This design comes from an exercise in tuning for small area, a short achievable clock period and few clock cycles on the open sky130 flow, not from production work. Where RTL was checked, it was by simulation tests only, not by an equivalence proof against the original. For runs 1 to 5, only the layout was checked, not whether the RTL still works. Power and IR drop assume default switching activity.

[design.v]
`default_nettype none
package framing_pkg;
  localparam logic [7:0] start_byte  = 8'h7D;
  localparam logic [7:0] stop_byte   = 8'h7E;
  localparam logic [7:0] escape_byte = 8'h7F;
endpackage
`default_nettype wire
`timescale 1ns/1ps
`default_nettype none
import framing_pkg::*;
module lf_nand4 (input logic a, b, c, d, output logic y);
  assign y = !(a && b && c && d);
endmodule
module lf_nand4b (input logic an, b, c, d, output logic y);
  assign y = !(!an && b && c && d);
endmodule
module lf_nand3b (input logic an, b, c, output logic y);
  assign y = !(!an && b && c);
endmodule
module lf_nor2 (input logic a, b, output logic y);
  assign y = !(a || b);
endmodule
module lf_and2 (input logic a, b, output logic y);
  assign y = a && b;
endmodule
module lf_or2 (input logic a, b, output logic y);
  assign y = a || b;
endmodule
module lf_or2b (input logic a, bn, output logic y);
  assign y = a || !bn;
endmodule
module lf_a21oi (input logic a1, a2, b1, output logic y);
  assign y = !((a1 && a2) || b1);
endmodule
module lf_o21ai (input logic a1, a2, b1, output logic y);
  assign y = !((a1 || a2) && b1);
endmodule
module lf_a31oi (input logic a1, a2, a3, b1, output logic y);
  assign y = !((a1 && a2 && a3) || b1);
endmodule
module lf_and4 (input logic a, b, c, d, output logic y);
  assign y = a && b && c && d;
endmodule
module lf_and3b (input logic an, b, c, output logic y);
  assign y = !an && b && c;
endmodule
module lf_nand2 (input logic a, b, output logic y);
  assign y = !(a && b);
endmodule
module lf_decode (
  input  logic body,
  input  logic b,
  output logic fresh,
  output logic at_stop,
  output logic at_start
);
  assign fresh    = body && b;
  assign at_stop  = !body && b;
  assign at_start = !body && !b;
endmodule
module lf_next (
  input  logic body,
  input  logic b,
  input  logic tvalid,
  input  logic tready,
  input  logic tlast,
  input  logic ready,
  output logic body_d,
  output logic b_d
);
  assign body_d = body ? !(tvalid && tlast && ready) : (!b && tvalid && tready);
  assign b_d    = body ? (b ? (!tvalid || !tready || ready) : (tvalid && tready))
                       : (b ? !tready : (tvalid && tready));
endmodule
module link_framer_top (
  input  logic       aclk,
  input  logic       aresetn,
  input  logic       in_tvalid,
  output logic       in_tready,
  input  logic [7:0] in_tdata,
  input  logic       in_tlast,
  output logic       out_tvalid,
  input  logic       out_tready,
  output logic [7:0] out_tdata,
  output logic       out_tlast
);
  logic body;
  logic b;
  logic body_d;
  logic b_d;
  logic fresh;
  logic at_stop;
  logic at_start;
  lf_decode u_decode (.body(body), .b(b), .fresh(fresh), .at_stop(at_stop), .at_start(at_start));
  logic hi_n;      
  logic esc1_n;    
  logic esc0_n;    
  logic keep1_n;   
  logic keep0_n;   
  lf_nand4  u_hi    (.a(in_tdata[6]), .b(in_tdata[5]), .c(in_tdata[4]), .d(in_tdata[3]), .y(hi_n));
  lf_nand4b u_esc1  (.an(in_tdata[7]), .b(in_tdata[2]), .c(in_tdata[0]), .d(fresh), .y(esc1_n));
  lf_nand4b u_esc0  (.an(in_tdata[7]), .b(in_tdata[2]), .c(in_tdata[1]), .d(fresh), .y(esc0_n));
  lf_a21oi  u_keep1 (.a1(body), .a2(in_tdata[1]), .b1(at_stop), .y(keep1_n));
  lf_a21oi  u_keep0 (.a1(body), .a2(in_tdata[0]), .b1(at_start), .y(keep0_n));
  lf_o21ai  u_out1  (.a1(hi_n), .a2(esc1_n), .b1(keep1_n), .y(out_tdata[1]));
  lf_o21ai  u_out0  (.a1(hi_n), .a2(esc0_n), .b1(keep0_n), .y(out_tdata[0]));
  logic hi;        
  logic pre;       
  logic low_any;   
  logic go_n;      
  lf_and4   u_hip   (.a(in_tdata[6]), .b(in_tdata[5]), .c(in_tdata[4]), .d(in_tdata[3]), .y(hi));
  lf_and3b  u_prep  (.an(in_tdata[7]), .b(in_tdata[2]), .c(fresh), .y(pre));
  lf_or2    u_lowa  (.a(in_tdata[1]), .b(in_tdata[0]), .y(low_any));
  lf_nand2  u_go    (.a(out_tready), .b(body), .y(go_n));
  lf_a31oi  u_rdy   (.a1(hi), .a2(pre), .a3(low_any), .b1(go_n), .y(in_tready));
  lf_and2   u_out7  (.a(body), .b(in_tdata[7]), .y(out_tdata[7]));
  for (genvar k = 2; k < 7; k++) begin : g_hi
    lf_or2b u_outk  (.a(in_tdata[k]), .bn(body), .y(out_tdata[k]));
  end
  lf_or2    u_valid (.a(in_tvalid), .b(at_stop), .y(out_tvalid));
  assign out_tlast = at_stop;
  lf_next u_next (
    .body     (body),
    .b        (b),
    .tvalid   (in_tvalid),
    .tready   (out_tready),
    .tlast    (in_tlast),
    .ready    (in_tready),
    .body_d   (body_d),
    .b_d      (b_d)
  );
  always_ff @(posedge aclk or negedge aresetn) begin
    if (!aresetn) begin
      body <= 1'b0;
      b    <= 1'b0;
    end else begin
      body <= body_d;
      b    <= b_d;
    end
  end
endmodule
`default_nettype wire
[flow/run.sh]
#!/bin/bash
# The standard layout (the standard.sh) with extra ORFS settings:
# BUFFER_PORTS_ARGS="-buffer_cell sky130_fd_sc_hd__buf_1"
# make's full output goes to standard.log; each ORFS step keeps its own log under orfs/logs.
set -euo pipefail
bash standard.sh BUFFER_PORTS_ARGS="-buffer_cell sky130_fd_sc_hd__buf_1" finish > standard.log 2>&1
[standard.sh]
#!/bin/bash
# synth_recipe.tcl (not shown) runs the flow's synth.tcl, then flattens the netlist and writes it again
# the make line also repeats each setting of config.mk as NAME=value (left out here)
make -C /OpenROAD-flow-scripts/flow DESIGN_CONFIG=/design/flow/config.mk WORK_HOME=/design/flow/orfs CLKGATE_MAP_FILE= SYNTH_SCRIPT=/design/flow/synth_recipe.tcl "${@:-finish}"
[config.mk]
export PLATFORM = sky130hd
export DESIGN_NAME = link_framer_top
export DESIGN_NICKNAME = link_framer_top
export VERILOG_FILES = /design/flow/design.v
export SDC_FILE = /design/flow/constraint.sdc
export NUM_CORES = 4
export LEC_CHECK = 0
export CAP_MARGIN = 20
export CORE_AREA = 3 3 61 61
export CTS_BUF_LIST = sky130_fd_sc_hd__clkbuf_1
export DIE_AREA = 0 0 64 64
export SETUP_SLACK_MARGIN = 2.05
export SLEW_MARGIN = 20
export SYNTH_HIERARCHICAL = 1
export SYNTH_MINIMUM_KEEP_SIZE = 0
[constraint.sdc]
create_clock -name core_clock -period 4.5 [get_ports {aclk}]
set_input_delay 0.9000 -clock core_clock [delete_from_list [all_inputs] [get_ports {aclk}]]
set_output_delay 0.9000 -clock core_clock [all_outputs]
set_load 0.01 [all_outputs]
==> flow_summary_export.csv, run 1 <==
group,metric,value,unit
sta,setup-tns-final,0,ns
sta,drv_slew,0,
yosys,syn-mean-instance-area,7.55,um2
outcome,status,"no timing/DRC/antenna violations",
yosys,yosys.area.top_type,"dfrtp_1",
final_layout,multi_input_area,195,um2
sta,skew,0.00373,ns
sta,hold_slack,0.456,ns
yosys,syn_area,234,um2
run,max_cap_viol_count,0,
sta,worst_pin_slew,0.318,ns
final_layout,area_delta_synth_final,111,%
worst_hold_path,hold_path_class,"in2async",
die,io_pins,24,
yosys,syn_inst,31,
final_layout,final_util,15.8,%
yosys,ys_seq_area_share,21.4,%
yosys,synth-seq-cells,2,
drt,routedWlPerCell,8.51,um
die,die_y,64,um
critical_path,crit_slowest_cell,"or2_4",
cts,tritoncts,"yes",
cts,clk_latency,0.22,ns
place,dp_slack,1.86,ns
cts,clock_sinks,2,
place,dp_cells,98,
cts,clockBufferDepth,2,
global_route,grt_usage,3.84,%
drt,postRouteAntennaNets,0,
global_route,grt_pass1_vias,296,
critical_path,crit_path_end_kind,"output port",
cts,cts.clk_slew.worst_paths,0.05,ns
sta,slew-limit-headroom,78.8,%
final_layout,layout_commonest_cell,"buf_1",
sta,setup_viol,0,
die,start_util,7.48,%
global_route,antenna_found_initial,0,
final_layout,diodes,0,
sta,hold_violations,0,
critical_path,cp.arrival,1.56,ns
die,std_cell_rows,20,
critical_path,max_stage_delay,0.24,ns
sta,fin_crit_sh,54.8,%
final_layout,final_cell_mix,"buf_1, buf_4, nand2b_1, buf_6",
sta,fmax,0.406,GHz
drt,routed_wl,911,um
sta,rsz0062_at_grt,"true",
power,ir_worst_vdd,123,uV
power,p_total,0.223,mW
final_layout,nFillCells,360,
final_layout,layoutNonFillerInstCount,107,
yosys,synth.net_count,44,
place,post_dp_cell_area,375,um2
drt,routed_via_density,3.39,
cts,cts_max_level,1,
global_route,grt_pass1_wl,1290,um
critical_path,cp_max_fo,3,
power,p_per_area,453,nW/um2
yosys,synthDistinctLibCells,17,
final_layout,seq_area,51.3,um2
cts,cts-root-buf,"clkbuf_1",
sta,setup_slack,2.04,ns
cts,cts_buffers,3,
place,hpwlAfterDp,659,um
die,die_x,64,um
drt,drcViolationCount,0,
die,core_area,3130,um2
global_route,grt_max_degree,16,
critical_path,cp-start-kind,"input port",
yosys,synth_area_leaders,"dfrtp_1, nand2b_1, a31oi_1, a21oi_2, nand4b_1",
place,portBuffers,23,
die,fp.dieArea,4100,um2
yosys,yosysTopAreaCellShare,21.4,%
yosys,ys_warn_count,7,
drt,drtPass1Iterations,4,
critical_path,criticalPathCategory,"in2out",
critical_path,path_cells,"buf_8 -> or2_4 -> a31oi_4 -> buf_6",
critical_path,cp.required,3.60,ns
drt,vias,363,
global_route,grt_overflow,0,
cts,cts_hold_buffers,0,
drt,dr.first_iter.drc_count,17,
power,p_leak,0.177,nW
final_layout,drive_gt1_share,27.0,%
place,gp_congestion,0.629,
final_layout,fin_area,493,um2
final_layout,fin_nets,78,
sta,period_minus_slack,2.46,ns
-- where the power goes --
| group | switching, mW | leakage (nW) | internal, mW |
|---|---|---|---|
| registers | 0.0176 | 0.0213 | 0.0281 |
| clock network | 0.0111 | 0.00354 | 0.0109 |
| logic | 0.0808 | 0.152 | 0.0750 |
-- worst max-delay path: cells and delay by family --
kind | cells | cell delay [ns]
compound gates | 1 | 0.19
buf+inv | 2 | 0.23
simple gates | 1 | 0.24
-- path summary, 6_finish.rpt --
check / start / endpoint / slack, ns / cells after the start
max: in_tdata[0] / in_tready / 2.04 / 4
min in group core_clock: b / b / 0.57 / 1
max in group asynchronous: aresetn / body / 3.91 / 1
min reg2reg: b / b / 0.57 / 1
min: aresetn / body / 0.46 / 1
max reg2reg: body / b / 2.98 / 6
-- modules after synthesis, one instance, submodules excluded --
module	times used	flops+latches	cell area [um2]	cells inside
lf_a21oi	2	0	8.76	1
lf_and3b	1	0	8.76	1
lf_a31oi	1	0	6.26	1
lf_nand4	1	0	6.26	1
lf_nand2	1	0	3.75	1
link_framer_top	1	2	50.0	2
lf_nand4b	2	0	8.76	1
lf_decode	1	0	16.3	3
lf_next	1	0	38.8	7
lf_o21ai	2	0	5.00	1
lf_or2b	5	0	6.26	1
lf_or2	2	0	6.26	1
lf_and4	1	0	8.76	1
lf_and2	1	0	6.26	1
-- final cells by class --
| cell class | count | area share, % |
|---|---|---|
| flip-flops and latches | 2 | 10.4 |
| repair buffers | 29 | 35.0 |
| clock buffers | 3 | 2.28 |
| multi-input cells | 27 | 39.6 |
| well taps | 44 | 11.2 |
| inverters | 2 | 1.52 |
-- cells by family (layout without fill, tap and decap cells) --
family                 count (synthesis)  in the layout  share of synthesized area, %
AND/OR/NAND/NOR                       17             17                          47.6
AO/OA/AOI/OAI                         10             10                          27.8
flip-flops                             2              2                          21.4
buffers and inverters                  2             34                          3.21
-- synth_stat cells, drive strengths merged --
cell,instances
nand2b,5
nor2b,1
nand4b,2
or2,2
nor2,1
dfrtp,2
and3b,1
nand4,1
o21ai,3
nand2,1
a21oi,3
inv,2
a31oi,3
a41oi,1
and2,2
and4,1
-- flip-flops by register name, indices dropped and copies added, names as in the netlist --
signal	cells
b	1
body	1
-- repair_timing --
| action | CTS | global route |
|---|---|---|
| pin swaps | 3 | 2 |
| hold endpoints to repair | 0 | 0 |
| endpoints found under the setup margin | 1 | 1 |
| buffers inserted | 2 | 4 |
| gates resized for setup | 14 | 2 |
-- routing by layer --
| metal | track usage [%] | wire, um | vias up |
|---|---|---|---|
| met5 | 0 | 0 | - |
| met4 | 0.809 | 0 | 0 |
| met3 | 0.703 | 112 | 0 |
| met2 | 5.03 | 308 | 27 |
| met1 | 6.22 | 490 | 155 |
| li1 | - | - | 181 |
==> run 2: changes to the inputs <==
--- a/config.mk
+++ b/config.mk
@@ -9,7 +9,4 @@
 export CORE_AREA = 3 3 61 61
 export CTS_BUF_LIST = sky130_fd_sc_hd__clkbuf_1
 export DIE_AREA = 0 0 64 64
-export SETUP_SLACK_MARGIN = 2.05
 export SLEW_MARGIN = 20
-export SYNTH_HIERARCHICAL = 1
-export SYNTH_MINIMUM_KEEP_SIZE = 0
==> run 2 against run 1 <==
Compared with the run above:
- synthesized cell count up 16%
- routed wire length down 8.1%
- clock-buffer cell count unchanged
- register-to-register slack better by 0.16 ns
- total power down 26%
- design area down 25%
- largest cell class unchanged
- highest routed layer is now met4
==> flow_summary_export.csv, run 2 <==
group,metric,value,unit
yosys,synth_common_cells,"buf_4, nand2b_1, nor2_1",
yosys,synth-async-reset-ratio,100,%
cts,cts-root-buf,"clkbuf_1",
cts,cts_buffers,3,
yosys,ys_warn_count,1,
die,io_pins,24,
place,portBuffers,23,
yosys,synthDistinctLibCells,18,
critical_path,cp_max_fo,2,
final_layout,drive_gt1_share,3.77,%
place,hpwlAfterDp,693,um
yosys,post-synth-top-count-cell,"buf_4",
final_layout,reg_top3,"b x1, body x1",
cts,cts_max_level,1,
global_route,grt_usage,4.32,%
power,ir_worst_vdd,195,uV
sta,fmax,0.384,GHz
die,die_y,64,um
sta,period_minus_slack,2.60,ns
critical_path,cp-start-kind,"input port",
drt,routed_via_density,3.11,
cts,cts_hold_buffers,0,
sta,setup_viol,0,
global_route,grt_pass1_vias,270,
drt,postRouteAntennaNets,0,
yosys,syn_area,282,um2
sta,hold_slack,0.461,ns
final_layout,fin_nets,68,
global_route,grt_overflow,0,
outcome,status,"no timing/DRC/antenna violations",
yosys,synth.net_count,49,
cts,cts.repair.resized,0,
sta,hold_violations,0,
final_layout,final_util,11.8,%
final_layout,diodes,0,
die,core_area,3130,um2
sta,slew-limit-headroom,72.0,%
yosys,yosys.area.top_type,"buf_4",
place,post_dp_cell_area,358,um2
cts,tritoncts,"yes",
final_layout,fin_area,369,um2
drt,routedWlPerCell,8.63,um
global_route,antenna_found_initial,0,
drt,drtPass1Iterations,3,
final_layout,nFillCells,377,
final_layout,area_delta_synth_final,31.1,%
drt,drcViolationCount,0,
yosys,yosysTopAreaCellShare,21.3,%
drt,vias,302,
yosys,syn-mean-instance-area,7.82,um2
drt,dr.first_iter.drc_count,6,
cts,cts_setup_buffers,0,
power,p_leak,0.123,nW
yosys,syn_inst,36,
cts,cts.clk_slew.worst_paths,0.05,ns
sta,fin_crit_sh,57.9,%
sta,setup-tns-final,0,ns
critical_path,cp.required,3.60,ns
sta,drv_slew,0,
sta,setup_slack,1.90,ns
yosys,synth_edf_count,0,
cts,clock_sinks,2,
final_layout,final_cell_mix,"buf_1, nand2b_1, nor2_1, clkbuf_1",
sta,worst_pin_slew,0.420,ns
power,p_per_area,449,nW/um2
place,dp_slack,1.90,ns
die,start_util,9.00,%
critical_path,crit_path_end_kind,"output port",
drt,routed_wl,837,um
global_route,grt_pass1_wl,1210,um
cts,clk_latency,0.21,ns
die,die_x,64,um
global_route,grt_max_degree,15,
place,gp_congestion,0.657,
yosys,ys_seq_area_share,17.8,%
final_layout,layout_commonest_cell,"buf_1",
yosys,synth_area_leaders,"buf_4, dfrtp_1, nand2b_1, or2b_1, nand4_1",
sta,rsz0062_at_grt,"false",
critical_path,criticalPathCategory,"in2out",
yosys,synth-seq-cells,2,
worst_hold_path,hold_path_class,"in2async",
run,max_cap_viol_count,0,
sta,skew,0.00143,ns
die,std_cell_rows,20,
die,fp.dieArea,4100,um2
yosys,ys.flop_type,"dfrtp_1",
cts,clockBufferDepth,2,
critical_path,cp.arrival,1.70,ns
[run 2: layout make-up]
| class | instances | area (um2) | area share [%] |
|---|---|---|---|
| multi-input combinational | 24 | 163 | 44.1 |
| tap | 44 | 55.1 | 14.9 |
| clock buffer | 3 | 11.3 | 3.05 |
| sequential | 2 | 50.0 | 13.6 |
| inverter | 1 | 3.75 | 1.02 |
| timing repair buffer | 23 | 86.3 | 23.4 |
[run 2: logic make-up after synthesis]
family | Yosys count | synth area share (%)
flip-flops | 2 | 17.8
AO/OA/AOI/OAI | 5 | 14.7
buffers and inverters | 10 | 24.4
AND/OR/NAND/NOR | 19 | 43.1
[run 2: through the flow]
step | total power, mW | std cells
after global placement | 0.147 | 94
final | 0.166 | 97
after CTS | 0.172 | 97
after global routing | 0.188 | 97
after floorplan | 0.141 | 36
after detailed placement | 0.148 | 94
[run 2: critical path: stages]
cell and delay (ns):
buf_1 0.08, nand4b_1 0.20, nor2_1 0.20, a221o_1 0.16, buf_1 0.16
[run 2: power by group]
part           internal, mW  switching, mW  total [mW]
sequential           0.0268         0.0223      0.0491
clock                0.0109         0.0107      0.0216
combinational        0.0437         0.0513      0.0950
total                0.0813         0.0843       0.166
[run 2: path summary, 6_finish.rpt]
kind / startpoint / to / slack [ns] / cells after the start
hold reg to reg: b / b / 0.58 / 1
min in group core_clock: b / b / 0.58 / 1
setup / recovery: in_tdata[7] / out_tdata[1] / 1.90 / 5
setup reg to reg: body / b / 3.14 / 3
hold / removal: aresetn / b / 0.46 / 1
max in group asynchronous: aresetn / body / 3.91 / 1
[run 2: routing by layer]
metal  GRT usage [%]  up-vias  wire length, um
met5               0        -                0
met4            4.85        0               14
met3            1.76        2              111
met2            5.81       21              338
met1            4.76      125              373
li1                -      154                -
==> run 3: changes to the inputs <==
==> design.v (replaced) <==
`default_nettype none
package framing_pkg;
  localparam logic [7:0] start_byte  = 8'h7D;
  localparam logic [7:0] stop_byte   = 8'h7E;
  localparam logic [7:0] escape_byte = 8'h7F;
endpackage
`default_nettype wire
`timescale 1ns/1ps
`default_nettype none
import framing_pkg::*;
module lf_nand2 (input logic a, b, output logic y);
  assign y = !(a && b);
endmodule
module lf_nor2 (input logic a, b, output logic y);
  assign y = !(a || b);
endmodule
module lf_and2 (input logic a, b, output logic y);
  assign y = a && b;
endmodule
module lf_or2 (input logic a, b, output logic y);
  assign y = a || b;
endmodule
module lf_or2b (input logic a, bn, output logic y);
  assign y = a || !bn;
endmodule
module lf_nor2b (input logic a, bn, output logic y);
  assign y = !(a || !bn);
endmodule
module lf_nand4 (input logic a, b, c, d, output logic y);
  assign y = !(a && b && c && d);
endmodule
module lf_nand4b (input logic an, b, c, d, output logic y);
  assign y = !(!an && b && c && d);
endmodule
module lf_a21oi (input logic a1, a2, b1, output logic y);
  assign y = !((a1 && a2) || b1);
endmodule
module lf_o21ai (input logic a1, a2, b1, output logic y);
  assign y = !((a1 || a2) && b1);
endmodule
module lf_next (
  input  logic body,
  input  logic b,
  input  logic at_start,
  input  logic tvalid,
  input  logic tready,
  input  logic tlast,
  input  logic esc,
  output logic body_d,
  output logic b_d
);
  logic rv;
  assign rv = tready && tvalid;
  assign body_d = (at_start && rv) || (body && !(rv && tlast && !esc));
  assign b_d    = body ? (b ? !(rv && esc) : rv) : (b ? !tready : rv);
endmodule
module link_framer_top (
  input  logic       aclk,
  input  logic       aresetn,
  input  logic       in_tvalid,
  output logic       in_tready,
  input  logic [7:0] in_tdata,
  input  logic       in_tlast,
  output logic       out_tvalid,
  input  logic       out_tready,
  output logic [7:0] out_tdata,
  output logic       out_tlast
);
  logic body;
  logic b;
  logic body_d;
  logic b_d;
  logic fresh;
  logic at_stop;
  logic at_start;
  lf_and2   u_fresh (.a(body), .b(b), .y(fresh));
  lf_nor2b  u_stop  (.a(body), .bn(b), .y(at_stop));
  lf_nor2   u_start (.a(body), .b(b), .y(at_start));
  logic hi_n;      
  logic esc1_n;    
  logic esc0_n;    
  logic keep1_n;   
  logic keep0_n;   
  logic esc;       
  logic go_n;      
  lf_nand4  u_hi    (.a(in_tdata[6]), .b(in_tdata[5]), .c(in_tdata[4]), .d(in_tdata[3]), .y(hi_n));
  lf_nand4b u_esc1  (.an(in_tdata[7]), .b(in_tdata[2]), .c(in_tdata[0]), .d(fresh), .y(esc1_n));
  lf_nand4b u_esc0  (.an(in_tdata[7]), .b(in_tdata[2]), .c(in_tdata[1]), .d(fresh), .y(esc0_n));
  lf_a21oi  u_keep1 (.a1(body), .a2(in_tdata[1]), .b1(at_stop), .y(keep1_n));
  lf_a21oi  u_keep0 (.a1(body), .a2(in_tdata[0]), .b1(at_start), .y(keep0_n));
  lf_o21ai  u_out1  (.a1(hi_n), .a2(esc1_n), .b1(keep1_n), .y(out_tdata[1]));
  lf_o21ai  u_out0  (.a1(hi_n), .a2(esc0_n), .b1(keep0_n), .y(out_tdata[0]));
  lf_a21oi  u_esc   (.a1(esc1_n), .a2(esc0_n), .b1(hi_n), .y(esc));
  lf_nand2  u_go    (.a(out_tready), .b(body), .y(go_n));
  lf_nor2   u_rdy   (.a(go_n), .b(esc), .y(in_tready));
  lf_and2   u_out7  (.a(body), .b(in_tdata[7]), .y(out_tdata[7]));
  for (genvar k = 2; k < 7; k++) begin : g_hi
    lf_or2b u_outk  (.a(in_tdata[k]), .bn(body), .y(out_tdata[k]));
  end
  lf_or2    u_valid (.a(in_tvalid), .b(at_stop), .y(out_tvalid));
  assign out_tlast = at_stop;
  lf_next u_next (
    .body     (body),
    .b        (b),
    .at_start (at_start),
    .tvalid   (in_tvalid),
    .tready   (out_tready),
    .tlast    (in_tlast),
    .esc      (esc),
    .body_d   (body_d),
    .b_d      (b_d)
  );
  always_ff @(posedge aclk or negedge aresetn) begin
    if (!aresetn) begin
      body <= 1'b0;
      b    <= 1'b0;
    end else begin
      body <= body_d;
      b    <= b_d;
    end
  end
endmodule
`default_nettype wire
--- a/config.mk
+++ b/config.mk
@@ -10,3 +10,5 @@
 export CTS_BUF_LIST = sky130_fd_sc_hd__clkbuf_1
 export DIE_AREA = 0 0 64 64
 export SLEW_MARGIN = 20
+export SYNTH_HIERARCHICAL = 1
+export SYNTH_MINIMUM_KEEP_SIZE = 0
==> run 3 against run 2 <==
Compared with the run above:
- first-iteration DRC count rose to 3.8 times the previous value
- flip-flop and latch count unchanged
- area after synthesis is 20% lower
- design area increased by 2.4%
- total power up 15%
- die area stayed put
- sequential share of layout area decreased by 0.31 points
- critical path depth unchanged
- core utilization is 0.28 points higher
- routed wire length fell by 5.6%
- worst setup slack improved by 0.030 ns
- final cell count unchanged
- largest power group unchanged
==> flow_summary_export.csv, run 3 <==
group,metric,value,unit
global_route,gr-max-usage-layer,"met1",
yosys,syn_area,225,um2
critical_path,crit_path_end_kind,"output port",
yosys,ys_seq_area_share,22.2,%
final_layout,final_util,12.1,%
critical_path,path_depth,5,
sta,hold_violations,0,
yosys,synth-simple-area-share,47.8,%
yosys,synthAdderAreaFrac,0,%
yosys,synth-async-reset-ratio,100,%
global_route,use_met1,7.69,%
yosys,synth_common_cells,"nand2b_1, a21oi_2, nand4b_1",
critical_path,worstRegToRegCells,5,
sta,fmax,0.389,GHz
critical_path,path_delay_family,"flip-flops",
drt,postRouteAntennaNets,0,
sta,drv_slew,0,
die,core_area,3130,um2
yosys,synth_top_family_by_area,"simple AND/OR/NAND/NOR gates",
place,portBuffers,23,
yosys,yosys.area.top_type,"dfrtp_1",
global_route,antenna_found_initial,0,
critical_path,crit_slowest_cell,"dfrtp_1",
cts,cts.repair.resized,0,
final_layout,area_delta_synth_final,67.8,%
place,gp_congestion,0.703,
global_route,grt_overflow,0,
final_layout,multi_input_area,175,um2
yosys,syn-mean-instance-area,8.34,um2
sta,rsz0062_at_grt,"false",
global_route,met3_usage,2.81,%
critical_path,cp_max_fo,14,
final_layout,diodes,0,
yosys,ys_warn_count,7,
power,ir_worst_vdd,164,uV
cts,tritoncts,"yes",
sta,worst_pin_slew,0.494,ns
cts,cts_setup_buffers,0,
global_route,grt_max_degree,15,
final_layout,fin_nets,68,
cts,cts_max_level,1,
run,max_cap_viol_count,0,
die,die_x,64,um
final_layout,reg_top3,"b x1, body x1",
yosys,synth_edf_count,0,
die,die_y,64,um
power,p_per_area,506,nW/um2
cts,cts_hold_buffers,0,
drt,routed_wl,790,um
critical_path,cp.arrival,1.67,ns
yosys,syn_inst,27,
critical_path,path_buf_inv,1,
critical_path,cp-start-kind,"flip-flop",
yosys,post-synth-top-count-cell,"nand2b_1",
cts,cts-root-buf,"clkbuf_1",
yosys,synth-seq-cells,2,
cts,clk_latency,0.21,ns
die,start_util,7.20,%
cts,clock_sinks,2,
final_layout,nFillCells,368,
cts,cts.clk_slew.worst_paths,0.05,ns
final_layout,drive_gt1_share,7.55,%
drt,routed_via_density,3.16,
final_layout,final_cell_mix,"buf_1, nand2b_1, a21oi_2, nand4b_1, clkbuf_1",
cts,clockBufferDepth,2,
sta,setup-tns-final,0,ns
critical_path,max_stage_delay,0.64,ns
cts,cts_buffers,3,
drt,dr.first_iter.drc_count,23,
sta,skew,0.00328,ns
yosys,yosysTopAreaCellShare,22.2,%
drt,routedWlPerCell,8.14,um
global_route,grt_usage,4.31,%
sta,setup_viol,0,
global_route,grt_pass1_wl,1320,um
drt,drtPass1Iterations,3,
critical_path,criticalPathCategory,"reg2out",
yosys,synth_xor_area_share,0,%
drt,vias,307,
yosys,synth_compound_area_share,30.0,%
sta,period_minus_slack,2.57,ns
yosys,synth_area_leaders,"dfrtp_1, nand2b_1, a21oi_2, nand4b_1, nor2b_4",
critical_path,path_cells,"and2_1 -> nand4b_1 -> a21oi_2 -> nor2_1 -> buf_1",
global_route,grt_pass1_vias,251,
yosys,ys.flop_type,"dfrtp_1",
die,io_pins,24,
critical_path,cp.required,3.60,ns
die,fp.dieArea,4100,um2
die,std_cell_rows,20,
global_route,grt.met2_usage,2.97,%
yosys,synth.area.mux_share,0,%
yosys,synth.net_count,40,
yosys,synthDistinctLibCells,15,
final_layout,layout_commonest_cell,"buf_1",
power,p_leak,0.108,nW
drt,drcViolationCount,0,
sta,slew-limit-headroom,67.1,%
outcome,status,"no timing/DRC/antenna violations",
worst_hold_path,hold_path_class,"in2async",
final_layout,seq_area,50.0,um2
sta,fin_crit_sh,57.2,%
==> run 3: cell count changes in the layout (fill, tap and decap cells not counted), sizes merged, moves of 2 or more <==
cell    change
nand4b      +2
nand2b      -2
a21oi       +3
o21ai       +2
or2b        -2
==> run 3: metal layers <==
metal,vias to the layer above,share of wire [%]
met5,-,0
met4,0,0
met3,0,14
met2,26,26
met1,124,59
li1,157,-
==> run 3: final timing paths <==
| kind | endpoint | startpoint | slack (ns) |
|---|---|---|---|
| worst max-delay path | in_tready | body | 1.93 |
| worst min-delay path | body | aresetn | 0.47 |
| worst max register to register | b | body | 2.89 |
| worst min register to register | b | b | 0.57 |
| max in group asynchronous | b | aresetn | 3.90 |
| min in group core_clock | b | b | 0.57 |
==> run 3: where the power goes <==
| part | internal, mW | total (mW) | leakage [nW] | switching (mW) |
|---|---|---|---|---|
| sequential | 0.0267 | 0.0524 | 0.0237 | 0.0257 |
| combinational | 0.0520 | 0.117 | 0.0813 | 0.0649 |
| clock | 0.0109 | 0.0217 | 0.00354 | 0.0108 |
| total | 0.0896 | 0.191 | 0.108 | 0.101 |
==> run 3: cell type report <==
cell class | count | share of cell area (%)
Timing Repair Buffer | 23 | 22.8
Sequential cell | 2 | 13.2
Tap cell | 44 | 14.6
Clock buffer | 3 | 2.98
Multi-Input combinational cell | 25 | 46.4
==> run 3: kinds of logic after synthesis <==
logic type,count (synthesis)
and+or+nand+nor,16
AOI/OAI and AO/OA,9
DFF,2
==> run 3: worst register-to-register path: stages, from the launching register on <==
cell and delay, ns:
dfrtp_1 0.64, and2_1 0.23, nand4b_1 0.14, a21oi_2 0.25, a21bo_1 0.14, a31oi_1 0.08
==> run 3: per-module statistics from Yosys (local to each module, per instance) <==
module / copies in the design / cell area (um2)
lf_nor2b: 1 / 13.8
lf_next: 1 / 40.0
lf_nand4: 1 / 6.26
lf_nor2: 2 / 3.75
link_framer_top: 1 / 50.0
lf_nand4b: 2 / 8.76
lf_a21oi: 3 / 8.76
lf_or2: 1 / 6.26
lf_and2: 2 / 6.26
lf_nand2: 1 / 3.75
lf_o21ai: 2 / 5.00
lf_or2b: 5 / 6.26
==> run 3: per-stage QoR <==
stage / setup slack [ns] / cells / cell area [um2] / power [mW] / hold WS (ns)
6_report: 1.93 / 97 / 378 / 0.191 / 0.466
5_1_grt: 1.76 / 97 / 378 / 0.213 / 0.431
4_1_cts: 1.92 / 97 / 378 / 0.194 / 0.444
3_5_place_dp: 1.99 / 94 / 367 / 0.169 / 0.546
3_3_place_gp: 1.98 / 94 / 367 / 0.170 / 0.546
2_1_floorplan: 2.25 / 27 / 225 / 0.123 / 0.494
==> run 4: changes to the inputs <==
==> flow/run.sh (replaced) <==
#!/bin/bash
# The standard layout (the standard.sh) with extra ORFS settings:
# BUFFER_PORTS_ARGS="-buffer_cell sky130_fd_sc_hd__buf_1" ABC_LOAD_IN_FF=3
# make's full output goes to standard.log; each ORFS step keeps its own log under orfs/logs.
set -euo pipefail
bash standard.sh BUFFER_PORTS_ARGS="-buffer_cell sky130_fd_sc_hd__buf_1" ABC_LOAD_IN_FF=3 finish > standard.log 2>&1
==> run 4 against run 3 <==
Compared with the run above:
- total power shrank 8.9%
- final cell count is the same
- non-clock buffer count is the same
- clock power shrank 4%
- flip-flop and latch count is the same
- design area shrank 5.0%
- global-route usage shrank 0.40 points
- worst setup slack lost 0.030 ns
- register-to-register slack gained 0.04 ns
- critical endpoint unchanged
==> flow_summary_export.csv, run 4 <==
group,metric,value,unit
outcome,status,"no timing/DRC/antenna violations",
power,p_per_area,485,nW/um2
yosys,yosys.area.top_type,"dfrtp_1",
yosys,post-synth-top-count-cell,"nand2b_1",
sta,fin_crit_sh,57.9,%
yosys,synth-async-reset-ratio,100,%
cts,cts.repair.resized,0,
critical_path,cp-start-kind,"input port",
critical_path,max_stage_delay,0.30,ns
cts,cts.clk_slew.worst_paths,0.05,ns
power,p_leak,0.102,nW
power,p_total,0.174,mW
die,core_area,3130,um2
cts,clockBufferDepth,2,
die,io_pins,24,
yosys,syn_area,206,um2
sta,setup_slack,1.90,ns
place,dp_cells,94,
place,hpwlAfterDp,678,um
final_layout,layout_commonest_cell,"buf_1",
drt,routedWlPerCell,8.18,um
cts,cts_hold_buffers,0,
global_route,use_met1,5.70,%
global_route,grt_pass1_vias,263,
sta,slew-limit-headroom,72.6,%
sta,drv_slew,0,
global_route,grt_pass1_wl,1220,um
drt,dr.first_iter.drc_count,24,
yosys,synth_common_cells,"nand2b_1, a21oi_1, nand4b_1",
sta,hold_violations,0,
final_layout,drive_gt1_share,0,%
critical_path,criticalPathCategory,"in2out",
sta,period_minus_slack,2.60,ns
final_layout,layoutNonFillerInstCount,97,
global_route,grt_overflow,0,
power,ir_worst_vdd,160,uV
die,die_x,64,um
critical_path,path_cells,"buf_1 -> nand4b_1 -> a21oi_1 -> nor2_1 -> buf_1",
die,die_y,64,um
drt,postRouteAntennaNets,0,
yosys,yosysTopAreaCellShare,24.2,%
yosys,synth_edf_count,0,
sta,fmax,0.384,GHz
global_route,grt_usage,3.91,%
critical_path,cp.required,3.60,ns
final_layout,fin_nets,68,
yosys,synth-seq-cells,2,
drt,routed_wl,793,um
global_route,antenna_found_initial,0,
yosys,synthDistinctLibCells,14,
cts,cts_setup_buffers,0,
final_layout,diodes,0,
final_layout,area_delta_synth_final,73.9,%
yosys,ys.flop_type,"dfrtp_1",
place,dp_slack,1.90,ns
place,gp_congestion,0.653,
place,portBuffers,23,
die,fp.dieArea,4100,um2
final_layout,final_cell_mix,"buf_1, nand2b_1, a21oi_1, nand4b_1, clkbuf_1",
sta,skew,0.00000942,ns
drt,drcViolationCount,0,
cts,clk_latency,0.20,ns
die,std_cell_rows,20,
critical_path,crit_path_end_kind,"output port",
cts,cts_max_level,1,
yosys,syn-mean-instance-area,7.65,um2
cts,clock_sinks,2,
sta,rsz0062_at_grt,"false",
yosys,synth_area_leaders,"dfrtp_1, nand2b_1, nand4b_1, a21oi_1, and2_1",
sta,worst_pin_slew,0.411,ns
sta,setup_viol,0,
global_route,grt.met2_usage,3.74,%
die,start_util,6.60,%
run,max_cap_viol_count,0,
critical_path,crit_top_cell,"buf_1",
cts,cts-root-buf,"clkbuf_1",
drt,vias,304,
sta,setup-tns-final,0,ns
yosys,ys_warn_count,7,
global_route,met3_usage,2.64,%
cts,tritoncts,"yes",
yosys,synth.net_count,40,
cts,cts_buffers,3,
worst_hold_path,hold_path_class,"in2async",
yosys,syn_inst,27,
critical_path,cp_max_fo,3,
drt,routed_via_density,3.13,
global_route,gr-max-usage-layer,"met1",
critical_path,crit_slowest_cell,"a21oi_1",
critical_path,cp.arrival,1.70,ns
global_route,grt_max_degree,15,
yosys,ys_seq_area_share,24.2,%
final_layout,reg_top3,"b x1, body x1",
drt,drtPass1Iterations,4,
final_layout,final_util,11.5,%
==> run 4: changes by cell type in the layout (fill, tap and decap cells not counted) <==
cell	change
nor2b_4	-1
nor2b_1	+1
a21oi_1	+3
a21oi_2	-3
==> run 4: Yosys stat by module (local to each module, per instance) <==
module	flops+latches	cell area, um2	times used
lf_or2b	0	6.26	5
link_framer_top	2	50.0	1
lf_o21ai	0	5.00	2
lf_nand4	0	6.26	1
lf_next	0	40.0	1
lf_and2	0	6.26	2
lf_a21oi	0	5.00	3
lf_nand2	0	3.75	1
lf_nor2b	0	6.26	1
lf_nor2	0	3.75	2
lf_or2	0	6.26	1
lf_nand4b	0	8.76	2
==> run 4: metrics by stage <==
stage	hold slack (ns)	cell area, um2
after global placement	0.545	348
final	0.471	359
after global routing	0.424	359
after CTS	0.435	359
after detailed placement	0.548	348
after floorplan	0.486	206
==> run 4: final cells by class <==
cell class / count / area [um2]
Multi-Input combinational cell: 25 / 156
Timing Repair Buffer: 23 / 86.3
Fill cell: 367 / 2770
Sequential cell: 2 / 50.0
Tap cell: 44 / 55.1
Clock buffer: 3 / 11.3
==> run 4: report_power, final <==
| part | total [mW] | switching [mW] | internal [mW] |
|---|---|---|---|
| registers | 0.0486 | 0.0218 | 0.0268 |
| clock network | 0.0208 | 0.00993 | 0.0109 |
| logic | 0.105 | 0.0603 | 0.0444 |
==> run 4: path summary, 6_finish.rpt <==
path	from	end	slack (ns)	cells after the start
setup / recovery	in_tdata[7]	in_tready	1.90	5
hold / removal	aresetn	b	0.47	1
setup reg to reg	body	b	2.93	5
hold reg to reg	b	b	0.55	1
max in group asynchronous	aresetn	body	3.91	1
min in group core_clock	b	b	0.55	1
==> run 4: critical path: cells and delay by family <==
kind            cells  cell delay [ns]
compound gates      1             0.30
simple gates        2             0.28
buf+inv             2             0.23
==> run 4: cells by family after synthesis <==
kind of cell	share of synthesized area, %
and+or+nand+nor	48.5
AOI/OAI and AO/OA	27.3
DFF	24.2
==> run 4: per-layer routing <==
metal / vias up / part of all wire [%]
met5: - / 0
met4: 0 / 0
met3: 0 / 19
met2: 30 / 28
met1: 119 / 52
li1: 155 / -
==> run 5: changes to the inputs <==
==> flow/run.sh (replaced) <==
#!/bin/bash
# The standard layout (the standard.sh) with extra ORFS settings:
# BUFFER_PORTS_ARGS="-buffer_cell sky130_fd_sc_hd__buf_1" ABC_LOAD_IN_FF=1
# make's full output goes to standard.log; each ORFS step keeps its own log under orfs/logs.
set -euo pipefail
bash standard.sh BUFFER_PORTS_ARGS="-buffer_cell sky130_fd_sc_hd__buf_1" ABC_LOAD_IN_FF=1 finish > standard.log 2>&1
==> run 5 against run 4 <==
Compared with the run above:
- total power grew 2.1%
- routed wire length grew 2.3%
- flip-flop and latch count unchanged
- die area stayed put
- final cell count unchanged
- worst hold slack lost 0.0033 ns
- design area stayed put
- synthesized cell count stayed put
- first-iteration DRC count shrank 21%
- non-clock buffer count unchanged
- maximum frequency down 1.6%
- critical endpoint unchanged
- highest routed layer unchanged
==> flow_summary_export.csv, run 5 <==
group,metric,value,unit
outcome,status,"no timing/DRC/antenna violations",
cts,cts_setup_buffers,0,
sta,skew,0.00296,ns
power,power_frac_seq,28.0,%
power,p_int,0.0821,mW
sta,period_minus_slack,2.65,ns
power,switchingPower,0.0957,mW
critical_path,cp_max_fo,3,
cts,cts_buffers,3,
critical_path,path_cells,"buf_1 -> nand4b_1 -> a21oi_1 -> nor2_1 -> buf_1",
global_route,grt_max_degree,15,
sta,slew-limit-headroom,71.5,%
yosys,synth_edf_count,0,
die,die_y,64,um
critical_path,cp.required,3.60,ns
critical_path,worst-r2r-setup-slack,2.81,ns
run,max_cap_viol_count,0,
critical_path,cp.arrival,1.75,ns
final_layout,seq_area,50.0,um2
yosys,synth-seq-cells,2,
yosys,syn_area,206,um2
drt,routedWlPerCell,8.36,um
power,p_comb_share,59.9,%
drt,postRouteAntennaNets,0,
power,p_per_area,495,nW/um2
cts,cts_max_level,1,
place,gp_congestion,0.647,
power,p_sw_share,53.8,%
cts,cts.clk_slew.worst_paths,0.05,ns
yosys,synth_area_leaders,"dfrtp_1, nand2b_1, nand4b_1, a21oi_1, and2_0",
cts,clk_latency,0.21,ns
critical_path,rr_endpoint,"b",
sta,hold_slack,0.468,ns
yosys,synth_common_cells,"nand2b_1, a21oi_1, nand4b_1",
critical_path,crit_slowest_cell,"a21oi_1",
drt,dr.first_iter.drc_count,19,
die,std_cell_rows,20,
sta,drv_slew,0,
power,p_leak,0.0973,nW
global_route,grt_pass1_vias,263,
power,clkPwrFrac,12.1,%
final_layout,final_cell_mix,"buf_1, nand2b_1, a21oi_1, nand4b_1, clkbuf_1",
drt,drcViolationCount,0,
place,dp_cells,94,
die,fp.dieArea,4100,um2
final_layout,reg_top3,"b x1, body x1",
final_layout,diodes,0,
sta,setup-tns-final,0,ns
cts,cts_hold_buffers,0,
yosys,ys_seq_area_share,24.2,%
die,die_x,64,um
global_route,grt_overflow,0,
drt,routed_via_density,3.21,
sta,fmax,0.378,GHz
cts,clock_sinks,2,
cts,cts.repair.resized,0,
global_route,grt_usage,4.13,%
place,portBuffers,23,
final_layout,layout_commonest_cell,"buf_1",
yosys,ys_warn_count,7,
yosys,synth.net_count,40,
final_layout,layoutNonFillerInstCount,97,
yosys,ys.flop_type,"dfrtp_1",
final_layout,nFillCells,366,
yosys,syn-mean-instance-area,7.65,um2
die,core_area,3130,um2
critical_path,r2r-start,"body",
die,start_util,6.60,%
critical_path,criticalPathCategory,"in2out",
sta,rsz0062_at_grt,"false",
global_route,grt_pass1_wl,1210,um
final_layout,drive_gt1_share,1.89,%
power,ir_worst_vdd,167,uV
critical_path,cp-start-kind,"input port",
sta,worst_pin_slew,0.427,ns
critical_path,max_stage_delay,0.34,ns
cts,clockBufferDepth,2,
drt,vias,311,
cts,tritoncts,"yes",
sta,hold_violations,0,
final_layout,area_delta_synth_final,73.9,%
place,dp_slack,1.91,ns
drt,drtPass1Iterations,4,
final_layout,fin_nets,68,
sta,setup_slack,1.85,ns
critical_path,crit_top_cell,"buf_1",
critical_path,worstRegToRegCells,5,
cts,cts-root-buf,"clkbuf_1",
final_layout,multi_input_area,156,um2
yosys,syn_inst,27,
die,io_pins,24,
yosys,synthDistinctLibCells,14,
sta,fin_crit_sh,58.8,%
yosys,synth-async-reset-ratio,100,%
worst_hold_path,hold_path_class,"in2async",
global_route,antenna_found_initial,0,
sta,setup_viol,0,
critical_path,crit_path_end_kind,"output port",
final_layout,final_util,11.5,%
yosys,yosysTopAreaCellShare,24.2,%
yosys,yosys.area.top_type,"dfrtp_1",
drt,routed_wl,811,um
yosys,post-synth-top-count-cell,"nand2b_1",
## run 5: cell type report
type	count	share of cell area, %
clock buffer	3	3.14
multi-input combinational	25	43.6
sequential	2	13.9
tap	44	15.3
timing repair buffer	23	24.0
## run 5: cell families after synthesis
kind of cell | share of synthesized area [%]
compound gates | 27.3
simple gates | 48.5
flops | 24.2
## run 5: worst max path at each step
stage / startpoint / endpoint / cells past startpoint
after global placement: in_tdata[7] / in_tready / 5
after global routing: body / in_tready / 5
after detailed placement: in_tdata[7] / in_tready / 5
final: in_tdata[7] / in_tready / 5
after CTS: in_tdata[7] / in_tready / 5
after floorplan: in_tdata[7] / in_tready / 3
## run 5: worst max-delay path, delay by kind of cell
kind,cells,cell delay (ns)
compound gates,1,0.34
buf+inv,2,0.23
simple gates,2,0.28
## run 5: per-module statistics from Yosys, one instance, submodules excluded, a selection
module / cell area, um2 / copies in the design
lf_and2: 6.26 / 2
lf_nand4: 6.26 / 1
lf_nand4b: 8.76 / 2
lf_a21oi: 5.00 / 3
lf_nor2b: 6.26 / 1
link_framer_top: 50.0 / 1
lf_or2: 6.26 / 1
lf_nand2: 3.75 / 1
## run 5: per-stage QoR
stage / area (um2) / total power [mW]
floorplan: 206 / 0.109
global placement: 348 / 0.155
detailed placement: 348 / 0.155
CTS: 359 / 0.179
global route: 359 / 0.197
finish: 359 / 0.178
## run 5: power by group through the flow
stage	Clock [mW]	Sequential (mW)	Combinational (mW)
after CTS	0.0234	0.0489	0.106
after detailed placement	0	0.0492	0.106
after floorplan	0	0.0418	0.0673
final	0.0215	0.0498	0.106
after global placement	0	0.0486	0.107
after global routing	0.0260	0.0525	0.119
## run 5: metal layers
layer	track usage, %	vias up	part of all wire, %
met3	2.46	0	18
met2	3.74	28	29
li1	-	154	-
met5	0	-	0
met1	5.80	129	53
met4	4.04	0	0
==> run 6: changes to the inputs <==
--- a/design.v
+++ b/design.v
@@ -45,12 +45,16 @@
   input  logic tvalid,
   input  logic tready,
   input  logic tlast,
-  input  logic esc,
+  input  logic hi_n,
+  input  logic esc1_n,
+  input  logic esc0_n,
   output logic body_d,
   output logic b_d
 );
   logic rv;
-  assign rv = tready && tvalid;
+  logic esc;
+  assign rv  = tready && tvalid;
+  assign esc = !((esc1_n && esc0_n) || hi_n);
   assign body_d = (at_start && rv) || (body && !(rv && tlast && !esc));
   assign b_d    = body ? (b ? !(rv && esc) : rv) : (b ? !tready : rv);
 endmodule
@@ -106,7 +110,9 @@
     .tvalid   (in_tvalid),
     .tready   (out_tready),
     .tlast    (in_tlast),
-    .esc      (esc),
+    .hi_n     (hi_n),
+    .esc1_n   (esc1_n),
+    .esc0_n   (esc0_n),
     .body_d   (body_d),
     .b_d      (b_d)
   );
==> flow/run.sh (replaced) <==
#!/bin/bash
# The standard layout (the standard.sh) with extra ORFS settings:
# BUFFER_PORTS_ARGS="-buffer_cell sky130_fd_sc_hd__buf_1" ABC_LOAD_IN_FF=3 SETUP_MOVE_SEQUENCE=sizeup,swap
# make's full output goes to standard.log; each ORFS step keeps its own log under orfs/logs.
set -euo pipefail
bash standard.sh BUFFER_PORTS_ARGS="-buffer_cell sky130_fd_sc_hd__buf_1" ABC_LOAD_IN_FF=3 SETUP_MOVE_SEQUENCE=sizeup,swap finish > standard.log 2>&1
--- a/config.mk
+++ b/config.mk
@@ -9,6 +9,7 @@
 export CORE_AREA = 3 3 61 61
 export CTS_BUF_LIST = sky130_fd_sc_hd__clkbuf_1
 export DIE_AREA = 0 0 64 64
+export SETUP_SLACK_MARGIN = 2.1
 export SLEW_MARGIN = 20
 export SYNTH_HIERARCHICAL = 1
 export SYNTH_MINIMUM_KEEP_SIZE = 0
==> run 6 against run 5 <==
Compared with the run above:
- largest power group unchanged
- clock power shrank 2%
- critical path depth is the same
- combinational power is essentially flat
- non-clock buffer count is the same
- largest cell class unchanged
- flip-flop and latch count is the same
==> flow_summary_export.csv, run 6 <==
group,metric,value,unit
yosys,synthAdderAreaFrac,0,%
final_layout,area_delta_synth_final,79.2,%
place,post_dp_cell_area,352,um2
yosys,syn_area,210,um2
sta,fin_crit_sh,55.1,%
final_layout,diodes,0,
global_route,grt_usage,4.50,%
yosys,synth.net_count,42,
cts,tritoncts,"yes",
yosys,synth-async-reset-ratio,100,%
place,dp_cells,96,
sta,setup-tns-final,0,ns
drt,routedWlPerCell,8.45,um
yosys,ys_warn_count,7,
yosys,ys.flop_type,"dfrtp_1",
place,gp_congestion,0.669,
sta,slew-limit-headroom,84.9,%
yosys,synth_common_cells,"nand2b_1, a21oi_1, o21ai_1",
place,dp_slack,2.04,ns
cts,cts_hold_buffers,0,
worst_hold_path,hold_path_class,"in2async",
drt,routed_via_density,3.22,
yosys,synth_top_family_by_area,"simple AND/OR/NAND/NOR gates",
die,fp.dieArea,4100,um2
global_route,grt.met2_usage,4.65,%
drt,drtPass1Iterations,4,
yosys,yosysTopAreaCellShare,23.8,%
critical_path,cp.arrival,1.58,ns
final_layout,drive_gt1_share,10.9,%
cts,clock_sinks,2,
final_layout,fin_area,377,um2
yosys,synthDistinctLibCells,15,
critical_path,r2r-start,"body",
critical_path,cp.required,3.60,ns
critical_path,crit_path_end_kind,"output port",
critical_path,cp-start-kind,"input port",
cts,clk_latency,0.21,ns
cts,cts.clk_slew.worst_paths,0.05,ns
yosys,synth_edf_count,0,
die,core_area,3130,um2
final_layout,final_cell_mix,"buf_1, nand2b_1, a21oi_1",
drt,routed_wl,837,um
sta,hold_violations,0,
die,std_cell_rows,20,
place,portBuffers,23,
sta,fmax,0.404,GHz
sta,skew,0.00106,ns
yosys,syn_inst,29,
yosys,post-synth-top-count-cell,"nand2b_1",
die,io_pins,24,
power,ir_worst_vdd,67.3,uV
sta,drv_slew,0,
run,max_cap_viol_count,0,
cts,clockBufferDepth,2,
global_route,met3_usage,4.75,%
yosys,ys_seq_area_share,23.8,%
final_layout,layoutNonFillerInstCount,99,
yosys,synth-simple-area-share,46.4,%
yosys,synth.area.mux_share,0,%
global_route,grt_max_degree,15,
yosys,synth-seq-cells,2,
final_layout,fin_nets,70,
critical_path,worstRegToRegCells,5,
power,p_per_area,466,nW/um2
global_route,grt_pass1_vias,269,
outcome,status,"no timing/DRC/antenna violations",
drt,drcViolationCount,0,
cts,cts_setup_buffers,0,
sta,setup_slack,2.02,ns
yosys,synth_area_leaders,"dfrtp_1, nand2b_1, a21oi_1, nand4b_1, o21ai_1",
die,start_util,6.72,%
final_layout,layout_commonest_cell,"buf_1",
global_route,antenna_found_initial,0,
die,die_x,64,um
power,p_total,0.175,mW
sta,worst_pin_slew,0.227,ns
cts,cts-root-buf,"clkbuf_1",
die,die_y,64,um
yosys,synth_compound_area_share,28.0,%
sta,rsz0062_at_grt,"true",
global_route,grt_overflow,0,
drt,vias,319,
cts,cts_buffers,3,
sta,period_minus_slack,2.48,ns
critical_path,worst-r2r-setup-slack,3.08,ns
drt,dr.first_iter.drc_count,18,
critical_path,criticalPathCategory,"in2out",
yosys,synth_xor_area_share,0,%
yosys,syn-mean-instance-area,7.25,um2
critical_path,rr_endpoint,"body",
critical_path,cp_max_fo,3,
sta,setup_viol,0,
final_layout,reg_top3,"b x1, body x1",
cts,cts_max_level,1,
global_route,grt_pass1_wl,1300,um
yosys,yosys.area.top_type,"dfrtp_1",
power,p_leak,0.117,nW
global_route,gr-max-usage-layer,"met1",
drt,postRouteAntennaNets,0,
global_route,use_met1,5.39,%
-- run 6: cell types whose count changed in the layout (fill, tap and decap cells not counted), sizes merged --
cell / change
o21ai: +1
a21bo: -1
inv: +1
a21o: +1
nand4b: -1
nand4: +1
clkbuf: +1
buf: -1
-- run 6: layout make-up --
cell class / instances / area (um2)
clock buffers: 3 / 11.3
fillers: 364 / 2750
inverters: 1 / 3.75
multi-input cells: 26 / 156
flip-flops and latches: 2 / 51.3
well taps: 44 / 55.1
repair buffers: 23 / 98.8
-- run 6: what timing repair did --
item                       in CTS  in global routing
pin swaps                       1                  4
hold endpoints to repair        0                  0
setup endpoints to repair       3                  3
resized for setup               2                  6
-- run 6: report_power, final --
group	total, mW	switching, mW	internal [mW]
clock network	0.0211	0.0102	0.0109
logic	0.106	0.0590	0.0466
registers	0.0488	0.0209	0.0279
total	0.175	0.0902	0.0853
-- run 6: kinds of logic after synthesis --
| group | count (synthesis) |
|---|---|
| DFF | 2 |
| AOI/OAI and AO/OA | 10 |
| buffers and inverters | 1 |
| and+or+nand+nor | 16 |
-- run 6: worst max path at each step --
stage,cells after the start,slack [ns],from,end
after global placement,5,2.05,in_tdata[7],in_tready
after floorplan,2,2.28,in_tdata[7],out_tdata[0]
after global routing,5,1.96,in_tdata[7],in_tready
after CTS,5,2.03,in_tdata[7],in_tready
final,5,2.02,in_tdata[7],in_tready
after detailed placement,5,2.04,in_tdata[2],in_tready
-- run 6: per-module statistics from Yosys, one instance, submodules excluded, a selection --
module / flip-flops and latches / cells inside / times used / cell area, um2
lf_nand2: 0 / 1 / 1 / 3.75
lf_a21oi: 0 / 1 / 3 / 5.00
lf_nor2b: 0 / 1 / 1 / 6.26
link_framer_top: 2 / 2 / 1 / 50.0
lf_nand4: 0 / 1 / 1 / 6.26
lf_nor2: 0 / 1 / 2 / 3.75
lf_o21ai: 0 / 1 / 2 / 5.00
lf_and2: 0 / 1 / 2 / 6.26
-- run 6: layer usage --
metal  vias to the layer above  routed length, um
met2                        24                270
met4                         0                  0
li1                        162                  -
met5                         -                  0
met3                         0                176
met1                       133                390
-- run 6: stage by stage --
stage                     hold WS, ns  util [%]
after detailed placement        0.536      11.2
after CTS                       0.432      11.7
after global placement          0.526      11.2
after global routing            0.418      12.0
final                           0.477      12.0
after floorplan                 0.486         -
-- run 6: critical path, cell delays in order --
cell      delay (ns)
buf_6           0.09
nand4b_1        0.21
a21oi_1         0.18
nor2_1          0.06
buf_2           0.13
Testbench counts of run 6, summed over its fixed seeds: cycles 80,218.
==> run 7: changes to the inputs <==
--- a/config.mk
+++ b/config.mk
@@ -9,7 +9,7 @@
 export CORE_AREA = 3 3 61 61
 export CTS_BUF_LIST = sky130_fd_sc_hd__clkbuf_1
 export DIE_AREA = 0 0 64 64
-export SETUP_SLACK_MARGIN = 2.1
+export SETUP_SLACK_MARGIN = 2.3
 export SLEW_MARGIN = 20
 export SYNTH_HIERARCHICAL = 1
 export SYNTH_MINIMUM_KEEP_SIZE = 0
==> run 7 against run 6 <==
Compared with the run above:
- still clean on timing, DRC and antenna
- worst hold slack gained 0.0085 ns
- sequential share of layout area shrank 0.48 points
- routed wire length shrank 3.5%
- sequential power shrank 2%
- final cell count is the same
- maximum frequency grew 1.1%
- largest power group unchanged
==> flow_summary_export.csv, run 7 <==
group,metric,value,unit
outcome,status,"no timing/DRC/antenna violations",
global_route,grt_max_degree,15,
final_layout,area_delta_synth_final,85.7,%
drt,wl_met1,377,um
power,p_per_area,451,nW/um2
sta,skew,0.00127,ns
cts,clk_latency,0.20,ns
place,gp_congestion,0.649,
cts,clock_sinks,2,
global_route,grt_usage,3.98,%
critical_path,criticalPathCategory,"in2out",
run,max_cap_viol_count,0,
power,p_total,0.176,mW
critical_path,cp.required,3.60,ns
cts,cts-root-buf,"clkbuf_1",
drt,dr.first_iter.drc_count,24,
drt,wl_met2,256,um
yosys,synth.net_count,42,
sta,drv_slew,0,
drt,routed_via_density,3.14,
critical_path,cp_max_fo,3,
sta,setup-tns-final,0,ns
drt,drtPass1Iterations,3,
yosys,yosys.area.top_type,"dfrtp_1",
yosys,syn_area,210,um2
place,portBuffers,23,
critical_path,cp.arrival,1.55,ns
sta,fin_crit_sh,54.5,%
final_layout,drive_gt1_share,16.4,%
critical_path,setup.worst_path.start,"in_tdata[7]",
critical_path,cp-start-kind,"input port",
die,core_area,3130,um2
critical_path,r2r-start,"body",
final_layout,fin_nets,70,
global_route,grt_pass1_vias,279,
final_layout,layout_commonest_cell,"buf_1",
yosys,synth_edf_count,0,
sta,hold_slack,0.486,ns
global_route,antenna_found_initial,0,
drt,postRouteAntennaNets,0,
power,switchingPower,0.0883,mW
place,hpwlAfterDp,695,um
yosys,synth-async-reset-ratio,100,%
die,start_util,6.72,%
sta,period_minus_slack,2.45,ns
die,fp.dieArea,4100,um2
cts,tritoncts,"yes",
final_layout,final_cell_mix,"buf_1, nand2b_1, buf_2, a21oi_1",
yosys,syn_inst,29,
yosys,yosysTopAreaCellShare,23.8,%
cts,cts_max_level,1,
drt,vias,311,
die,die_y,64,um
critical_path,cp-endpoint,"in_tready",
critical_path,rr_endpoint,"body",
worst_hold_path,hold_path_class,"in2async",
yosys,synth_common_cells,"nand2b_1, a21oi_1, o21ai_1",
power,ir_worst_vdd,55.8,uV
sta,slew-limit-headroom,85.3,%
yosys,synthDistinctLibCells,15,
drt,maxUsedRoutingLayer,"met3",
cts,clockBufferDepth,2,
sta,worst_pin_slew,0.220,ns
drt,routed_wl,808,um
yosys,post-synth-top-count-cell,"nand2b_1",
sta,fmax,0.408,GHz
drt,drcViolationCount,0,
power,p_comb_share,61.3,%
yosys,synth-seq-cells,2,
sta,hold_violations,0,
cts,cts_buffers,3,
die,std_cell_rows,20,
final_layout,diodes,0,
sta,setup_viol,0,
cts,cts.clk_slew.worst_paths,0.05,ns
yosys,ys_seq_area_share,23.8,%
yosys,syn-mean-instance-area,7.25,um2
drt,dr_wl_met3,174,um
critical_path,crit_path_end_kind,"output port",
drt,routedWlPerCell,8.16,um
power,power_frac_seq,27.2,%
yosys,synth_area_leaders,"dfrtp_1, nand2b_1, a21oi_1, nand4b_1, o21ai_1",
global_route,grt_overflow,0,
power,clkPwrFrac,11.5,%
global_route,grt_pass1_wl,1200,um
power,p_sw_share,50.2,%
die,io_pins,24,
critical_path,worst-r2r-setup-slack,3.10,ns
yosys,ys_warn_count,7,
yosys,ys.flop_type,"dfrtp_1",
sta,rsz0062_at_grt,"true",
die,die_x,64,um
cts,cts_setup_buffers,0,
power,p_int,0.0876,mW
critical_path,worstRegToRegCells,5,
final_layout,reg_top3,"b x1, body x1",
power,p_leak,0.128,nW
## run 7: cell counts after synthesis
Identical to the previous run, type by type.
## run 7: worst min-delay path by stage
stage	start	end	slack, ns
after floorplan	b	b	0.49
after global placement	b	b	0.52
after detailed placement	b	b	0.53
after CTS	aresetn	body	0.45
after global routing	aresetn	body	0.46
final	aresetn	body	0.49
## run 7: Yosys stat by module, one instance, submodules excluded, a selection
module / flops+latches / times used / cell area [um2] / cells
link_framer_top: 2 / 1 / 50.0 / 2
lf_or2b: 0 / 5 / 6.26 / 1
lf_nor2: 0 / 2 / 3.75 / 1
lf_o21ai: 0 / 2 / 5.00 / 1
lf_next: 0 / 1 / 43.8 / 7
lf_or2: 0 / 1 / 6.26 / 1
lf_nand4b: 0 / 2 / 8.76 / 1
lf_a21oi: 0 / 3 / 5.00 / 1
lf_nand2: 0 / 1 / 3.75 / 1
## run 7: worst max-delay path, cell delays in order
cell and delay (ns):
buf_6 0.09, nand4b_1 0.20, a21oi_1 0.17, nor2_1 0.05, buf_2 0.13
## run 7: stage by stage
| step | util, % | worst slack [ns] | instances | area [um2] |
|---|---|---|---|---|
| after floorplan | - | 2.28 | 29 | 210 |
| after global placement | 11.2 | 2.06 | 96 | 352 |
| after detailed placement | 11.2 | 2.06 | 96 | 352 |
| after CTS | 12.2 | 2.06 | 99 | 380 |
| after global routing | 12.5 | 2.00 | 99 | 390 |
| final | 12.5 | 2.05 | 99 | 390 |
## run 7: layout make-up
cell class,instances,area [um2]
sequential,2,51.3
tap,44,55.1
multi-input combinational,26,156
timing repair buffer,23,113
clock buffer,3,11.3
inverter,1,3.75
fill,375,2740
## run 7: logic make-up after synthesis
logic type | count (synthesis) | synth area share [%]
and+or+nand+nor | 16 | 46.4
AOI/OAI and AO/OA | 10 | 28.0
DFF | 2 | 23.8
buffers and inverters | 1 | 1.78
## run 7: routing by layer
metal / vias to the layer above / GRT usage (%)
met3: 0 / 3.51
met2: 24 / 3.74
met5: - / 0
met1: 125 / 5.37
met4: 0 / 2.43
li1: 162 / -
## run 7: what timing repair did
action                                  in CTS  in global routing
resized for setup                            9                  4
pin swaps                                    5                  6
endpoints found under the setup margin       5                  6
hold buffers                                 0                  0
## run 7: power groups by stage
stage,combinational [mW],sequential (mW),clock [mW]
after floorplan,0.0652,0.0419,0
after global placement,0.103,0.0468,0
after detailed placement,0.103,0.0475,0
after CTS,0.109,0.0473,0.0232
after global routing,0.121,0.0527,0.0241
final,0.108,0.0479,0.0202
==> run 8: changes to the inputs <==
==> flow/run.sh (replaced) <==
#!/bin/bash
# The standard layout (the standard.sh) with extra ORFS settings:
# BUFFER_PORTS_ARGS="-buffer_cell sky130_fd_sc_hd__buf_1" ABC_LOAD_IN_FF=3 CTS_ARGS='-buf_list sky130_fd_sc_hd__clkbuf_1 -root_buf sky130_fd_sc_hd__clkbuf_1'
# make's full output goes to standard.log; each ORFS step keeps its own log under orfs/logs.
set -euo pipefail
bash standard.sh BUFFER_PORTS_ARGS="-buffer_cell sky130_fd_sc_hd__buf_1" ABC_LOAD_IN_FF=3 CTS_ARGS='-buf_list sky130_fd_sc_hd__clkbuf_1 -root_buf sky130_fd_sc_hd__clkbuf_1' finish > standard.log 2>&1
--- a/config.mk
+++ b/config.mk
@@ -9,7 +9,6 @@
 export CORE_AREA = 3 3 61 61
 export CTS_BUF_LIST = sky130_fd_sc_hd__clkbuf_1
 export DIE_AREA = 0 0 64 64
-export SETUP_SLACK_MARGIN = 2.3
 export SLEW_MARGIN = 20
 export SYNTH_HIERARCHICAL = 1
 export SYNTH_MINIMUM_KEEP_SIZE = 0
==> run 8 against run 7 <==
Compared with the run above:
- largest cell class unchanged
- area after synthesis unchanged
- die area did not move
- combinational power shrank 6%
- maximum frequency shrank 0.66%
==> flow_summary_export.csv, run 8 <==
group,metric,value,unit
yosys,synth_compound_area_share,28.0,%
global_route,grt_pass1_wl,1300,um
run,max_cap_viol_count,0,
sta,worst_pin_slew,0.390,ns
yosys,synth-async-reset-ratio,100,%
outcome,status,"no timing/DRC/antenna violations",
final_layout,area_delta_synth_final,72.6,%
power,ir_worst_vdd,86.7,uV
sta,skew,0.00663,ns
global_route,antenna_found_initial,0,
sta,rsz0062_at_grt,"false",
die,fp.dieArea,4100,um2
sta,fin_crit_sh,54.8,%
power,p_total,0.170,mW
yosys,ys.flop_type,"dfrtp_1",
drt,drtPass1Iterations,3,
worst_hold_path,hold_path_class,"in2async",
final_layout,layoutNonFillerInstCount,99,
final_layout,drive_gt1_share,0,%
critical_path,cp.required,3.60,ns
place,dp_cells,96,
sta,hold_violations,0,
sta,slew-limit-headroom,74.0,%
die,start_util,6.72,%
die,io_pins,24,
yosys,syn_inst,29,
critical_path,cp-start-kind,"input port",
yosys,synth.net_count,42,
critical_path,rr_endpoint,"b",
yosys,synth.area.mux_share,0,%
power,p_per_area,469,nW/um2
die,std_cell_rows,20,
drt,routed_wl,813,um
sta,drv_slew,0,
global_route,grt_max_degree,15,
yosys,ys_seq_area_share,23.8,%
cts,tritoncts,"yes",
global_route,grt_pass1_vias,269,
critical_path,crit_path_end_kind,"output port",
critical_path,path_cells,"buf_1 -> nand4b_1 -> a21oi_1 -> nor2_1 -> buf_1",
drt,postRouteAntennaNets,0,
yosys,synthAdderAreaFrac,0,%
yosys,synth-seq-cells,2,
power,p_leak,0.102,nW
yosys,synth_area_leaders,"dfrtp_1, nand2b_1, a21oi_1, nand4b_1, o21ai_1",
die,core_area,3130,um2
sta,setup_viol,0,
drt,dr.first_iter.drc_count,26,
critical_path,cp.arrival,1.57,ns
critical_path,r2r-start,"body",
drt,routedWlPerCell,8.21,um
cts,clock_sinks,2,
yosys,synthDistinctLibCells,15,
place,portBuffers,23,
final_layout,diodes,0,
cts,cts-root-buf,"clkbuf_1",
yosys,synth_edf_count,0,
sta,setup-tns-final,0,ns
die,die_x,64,um
sta,period_minus_slack,2.47,ns
drt,vias,308,
critical_path,crit_slowest_cell,"nand4b_1",
sta,fmax,0.405,GHz
yosys,yosysTopAreaCellShare,23.8,%
yosys,syn_area,210,um2
critical_path,max_stage_delay,0.22,ns
yosys,synth_xor_area_share,0,%
cts,cts_max_level,1,
cts,cts.clk_slew.worst_paths,0.06,ns
critical_path,cp_max_fo,3,
cts,cts_hold_buffers,0,
die,die_y,64,um
yosys,post-synth-top-count-cell,"nand2b_1",
cts,clk_latency,0.21,ns
global_route,grt_usage,4.50,%
final_layout,nFillCells,364,
yosys,ys_warn_count,7,
final_layout,reg_top3,"b x1, body x1",
yosys,synth-simple-area-share,46.4,%
critical_path,criticalPathCategory,"in2out",
global_route,grt_overflow,0,
yosys,synth_top_family_by_area,"simple AND/OR/NAND/NOR gates",
cts,cts_setup_buffers,0,
critical_path,worstRegToRegCells,5,
cts,cts_buffers,3,
cts,cts.repair.resized,0,
yosys,yosys.area.top_type,"dfrtp_1",
sta,hold_slack,0.466,ns
yosys,syn-mean-instance-area,7.25,um2
place,gp_congestion,0.669,
final_layout,layout_commonest_cell,"buf_1",
critical_path,worst-r2r-setup-slack,2.99,ns
critical_path,crit_top_cell,"buf_1",
cts,clockBufferDepth,2,
yosys,synth_common_cells,"nand2b_1, a21oi_1, o21ai_1",
final_layout,fin_nets,70,
drt,routed_via_density,3.11,
final_layout,final_cell_mix,"buf_1, nand2b_1, a21oi_1, o21ai_1, clkbuf_1",
drt,drcViolationCount,0,
run 8: layout make-up:
class | instances | area, um2 | share of cell area [%]
timing repair buffer | 23 | 86.3 | 23.8
multi-input combinational | 26 | 156 | 43.1
clock buffer | 3 | 11.3 | 3.10
tap | 44 | 55.1 | 15.2
inverter | 1 | 3.75 | 1.03
sequential | 2 | 50.0 | 13.8
run 8: worst max path at each step:
stage	start	endpoint	cells after the start
after floorplan	in_tdata[7]	out_tdata[0]	2
after global placement	in_tdata[7]	in_tready	5
after detailed placement	in_tdata[2]	in_tready	5
after CTS	in_tdata[7]	in_tready	5
after global routing	body	out_tdata[0]	4
final	in_tdata[7]	in_tready	5
run 8: logic make-up after synthesis:
| family | Yosys count |
|---|---|
| AOI/OAI and AO/OA | 10 |
| buffers and inverters | 1 |
| DFF | 2 |
| and+or+nand+nor | 16 |
run 8: metrics by stage:
step | setup slack [ns] | utilization (%) | area (um2)
finish | 2.03 | 11.6 | 363
global route | 1.88 | 11.6 | 363
CTS | 2.03 | 11.6 | 363
detailed placement | 2.04 | 11.2 | 352
global placement | 2.05 | 11.2 | 352
floorplan | 2.28 | - | 210
run 8: critical path, delay by kind of cell:
kind            cells  cell delay (ns)
simple gates        2             0.29
compound gates      1             0.18
buf+inv             2             0.21
run 8: Yosys stat by module (local to each module, per instance):
module	flip-flops and latches	cells	area, um2
lf_and2	0	1	6.26
lf_nor2	0	1	3.75
lf_nand4	0	1	6.26
lf_nand4b	0	1	8.76
lf_or2b	0	1	6.26
lf_nand2	0	1	3.75
lf_next	0	7	43.8
lf_nor2b	0	1	6.26
lf_o21ai	0	1	5.00
link_framer_top	2	2	50.0
lf_a21oi	0	1	5.00
lf_or2	0	1	6.26
run 8: report_power, final:
part / internal [mW] / switching (mW)
Combinational: 0.0419 / 0.0594
Clock: 0.0109 / 0.0108
Sequential: 0.0268 / 0.0204
Total: 0.0796 / 0.0905
run 8: per-layer routing:
layer | GRT usage, % | vias up | routed length (um)
met3 | 4.75 | 0 | 183
met5 | 0 | - | 0
li1 | - | 160 | -
met4 | 2.43 | 0 | 0
met1 | 5.39 | 124 | 388
met2 | 4.65 | 24 | 241

Setup slack of run 8, layout unchanged: 2.033 ns with ideal ports, 2.008 ns with driving cells assumed (clock clkbuf_16, inputs buf_2), 2.008 ns with port delays also shifted by the 0.226 ns mid clock arrival.
